This design comes from an exercise in tuning for small area, a short achievable clock period and few clock cycles on the open sky130 flow, not from production work. In this exercise RTL edits were held to simulation tests only and were not proved equivalent to the original. Power figures rest on the tool's default switching activity, not on a simulated workload.

== run 1 ==
// ntwrk_size_tracker
module ntwrk_size_tracker
#(
    parameter int NUM_CONNS  = 8,
    parameter int NUM_POINTS = 1000,
    parameter int SIZE_W     = $clog2(NUM_POINTS) + 1,
    parameter int TOP_K      = 3,
    parameter int PROD_W     = SIZE_W * TOP_K
) (
    input  logic              clk,
    input  logic              rst,
    input  logic              cmd_vld,
    output logic              cmd_rdy,
    input  ntwrk_size_pkg::ntwrk_size_cmd_t cmd,
    output logic              rsp_vld,
    input  logic              rsp_rdy,
    output logic [PROD_W-1:0] rsp_data,
    output logic              rsp_is_prod,
    output logic              busy,
    output logic              err
);
    localparam int N  = 8;
    localparam int W  = 11;
    localparam int R  = 3;                
    localparam int ND = (W + R - 1) / R;  
    localparam int PW = 33;
    typedef enum logic [1:0] {E_IDLE, E_P2, E_P3, E_MUL} eng_e;
    logic [W-1:0] size_q [N];
    logic [N-1:0] vld;
    logic         err_q;
    logic         rdy_q;
    logic         pend_q, pend_upd_q;
    eng_e         eng_q;
    logic [W-1:0] t0_q, t1_q, t2_q;
    logic [N-1:0] excl_q;
    logic         ebusy_q, dirty_q, pia_q, dup_q;
    logic         lvv_q;                
    logic [W-1:0] lv_q;
    logic         ph2_q, first_q;
    logic [1:0]   k_q, msd2_q;
    logic         z0_q, z1_q, z2_q;
    logic         rsp_vld_q, rsp_prod_q;
    logic [PW-1:0] acc_q;
  ...
export LEC_CHECK = 0
export CAP_MARGIN = 20
export CORE_MARGIN = 2
export CORE_UTILIZATION = 40
export SETUP_SLACK_MARGIN = 4.75
export SLEW_MARGIN = 20
create_clock -name core_clock -period 10.0 [get_ports {clk}]
run.sh (not shown) runs the stock make flow with config.mk's settings and CLKGATE_MAP_FILE= SYNTH_SCRIPT=/design/flow/synth_recipe.tcl, a recipe that flattens the netlist after the stock synthesis.
Testbench counts of run 1, summed over its fixed seeds: cycles 5,894.
#### Input delta (run 2 over run 1)
diff --git a/flow/config.mk b/flow/config.mk
--- a/flow/config.mk
+++ b/flow/config.mk
@@ -10,3 +10,4 @@
 export CORE_UTILIZATION = 40
-export SETUP_SLACK_MARGIN = 4.75
+export CTS_BUF_LIST = sky130_fd_sc_hd__clkbuf_4 sky130_fd_sc_hd__clkbuf_8
+export SETUP_SLACK_MARGIN = 4.5
 export SLEW_MARGIN = 20
--- outcome ---
Higher worst-skew pair later-pin latency goes to run 2 over run 1. [run 2 vs run 1] clock power share: lower in run 2. Final critical path time including I/O delays and setup ended up 170 ps higher on run 2 than on run 1.
--- input diff run 2..run 3 ---
diff --git a/flow/config.mk b/flow/config.mk
--- a/flow/config.mk
+++ b/flow/config.mk
@@ -9,5 +9,4 @@
 export CORE_MARGIN = 2
-export CORE_UTILIZATION = 40
-export CTS_BUF_LIST = sky130_fd_sc_hd__clkbuf_4 sky130_fd_sc_hd__clkbuf_8
-export SETUP_SLACK_MARGIN = 4.5
+export CORE_UTILIZATION = 60
+export SETUP_SLACK_MARGIN = 4.75
 export SLEW_MARGIN = 20
[summary]
- Between run 2 and run 3, relative contribution of the clock network to total power is lower for run 2, run 3 comes in above that.
- Diff run 2 -> run 3 | met3 routed wirelength | up by more than half
- Relative to run 2, the post-route minimum period of run 3 is higher by 72 ps.
- Per the comparison of run 3 with run 2, final critical-path share of the clock period higher, global-route wire length before repair lower, switching portion of total power lower, worst setup slack lower.
- Run 3 vs run 2: portion of total power attributed to combinational logic down
- Highest clock frequency the design can meet of run 3 falls short of that of run 2 slightly.
For run 4, these inputs were changed with respect to run 3:
diff --git a/flow/config.mk b/flow/config.mk
--- a/flow/config.mk
+++ b/flow/config.mk
@@ -10,3 +10,3 @@
 export CORE_UTILIZATION = 60
-export SETUP_SLACK_MARGIN = 4.75
+export SETUP_SLACK_MARGIN = 4.25
 export SLEW_MARGIN = 20
### Flow results
- From run 3 to run 4 the numbers moved as follows: worst slack at placement lost 320 ps, final critical-path share of the clock period now larger, switching power as a share of total power now larger.
- Compared with run 3, run 4 has less setup slack.
- Run 4 against run 3: share of cell area taken by multi-input logic gates climbed 0.42 points, utilization fell by 5.7 points.
- Maximum frequency: run 4 and run 3 compared, lower one is run 4

* * *

Starting RTL as in the previous note.
clock: 10.0 ns
lec_check: 0
cap_margin: 20
core_margin: 2
core_utilization: 50
setup_slack_margin: 4.5
slew_margin: 20
The baseline produced a clean layout.
Testbench counts at the start, summed over its fixed seeds: cycles 5,894.
==> next run, changes <==
Settings changed: CORE_UTILIZATION 50 to 40, CTS_BUF_LIST set to sky130_fd_sc_hd__clkbuf_8.
First-iteration DRC count fell by 15%. Wire length went up by about 2%. Final cell count increases by about 4%. Sequential power stays flat. Fmax stays flat. Final area barely changes.

==> separate check: timing with driven ports <==
The results above use ideal ports. As a check the final layouts listed here were re-extracted and re-timed, cells and wires unchanged. Step 1 (the two cells are an assumption about what drives the block):
set clk [get_ports {clk}]
set_driving_cell -lib_cell sky130_fd_sc_hd__clkbuf_16 $clk
set_driving_cell -lib_cell sky130_fd_sc_hd__buf_2 [delete_from_list [all_inputs] $clk]
Step 2 moves the port delays by t, midway between the first and last clock arrival at a register: inputs arrive t later, outputs are due t later. That takes back most of the time a late clock gives input paths. Slacks: ideal / step 1 / step 2; pairs: ideal / step 1.
run | t, ns | setup slack, ns | worst hold slack (ns) | worst setup path at the end | worst data-port slew with drivers (ns)
run 1 | 0.524 | 4.687 / 4.687 / 4.253 | 0.481 / 0.481 / 0.481 | input to register | 0.13
run 2 | 0.637 | 4.522 / 4.522 / 4.102 | 0.489 / 0.489 / 0.489 | input to register | 0.06
run 3 | 0.496 | 4.450 / 4.450 / 4.293 | 0.483 / 0.483 / 0.483 | input to register | 0.06
run 4 | 0.495 | 4.292 / 4.292 / 3.920 | 0.501 / 0.501 / 0.501 | input to register | 0.04
the first run of note 2 | 0.524 | 4.521 / 4.521 / 4.187 | 0.478 / 0.478 / 0.478 | input to register | 0.04
the second run of note 2 | 0.638 | 4.529 / 4.529 / 4.103 | 0.487 / 0.487 / 0.487 | input to register | 0.07
After both steps every run listed still meets setup and hold. For run 1, which loses most, drivers alone change the setup slack by 0.000 ns; drivers and shift together by -0.434 ns.
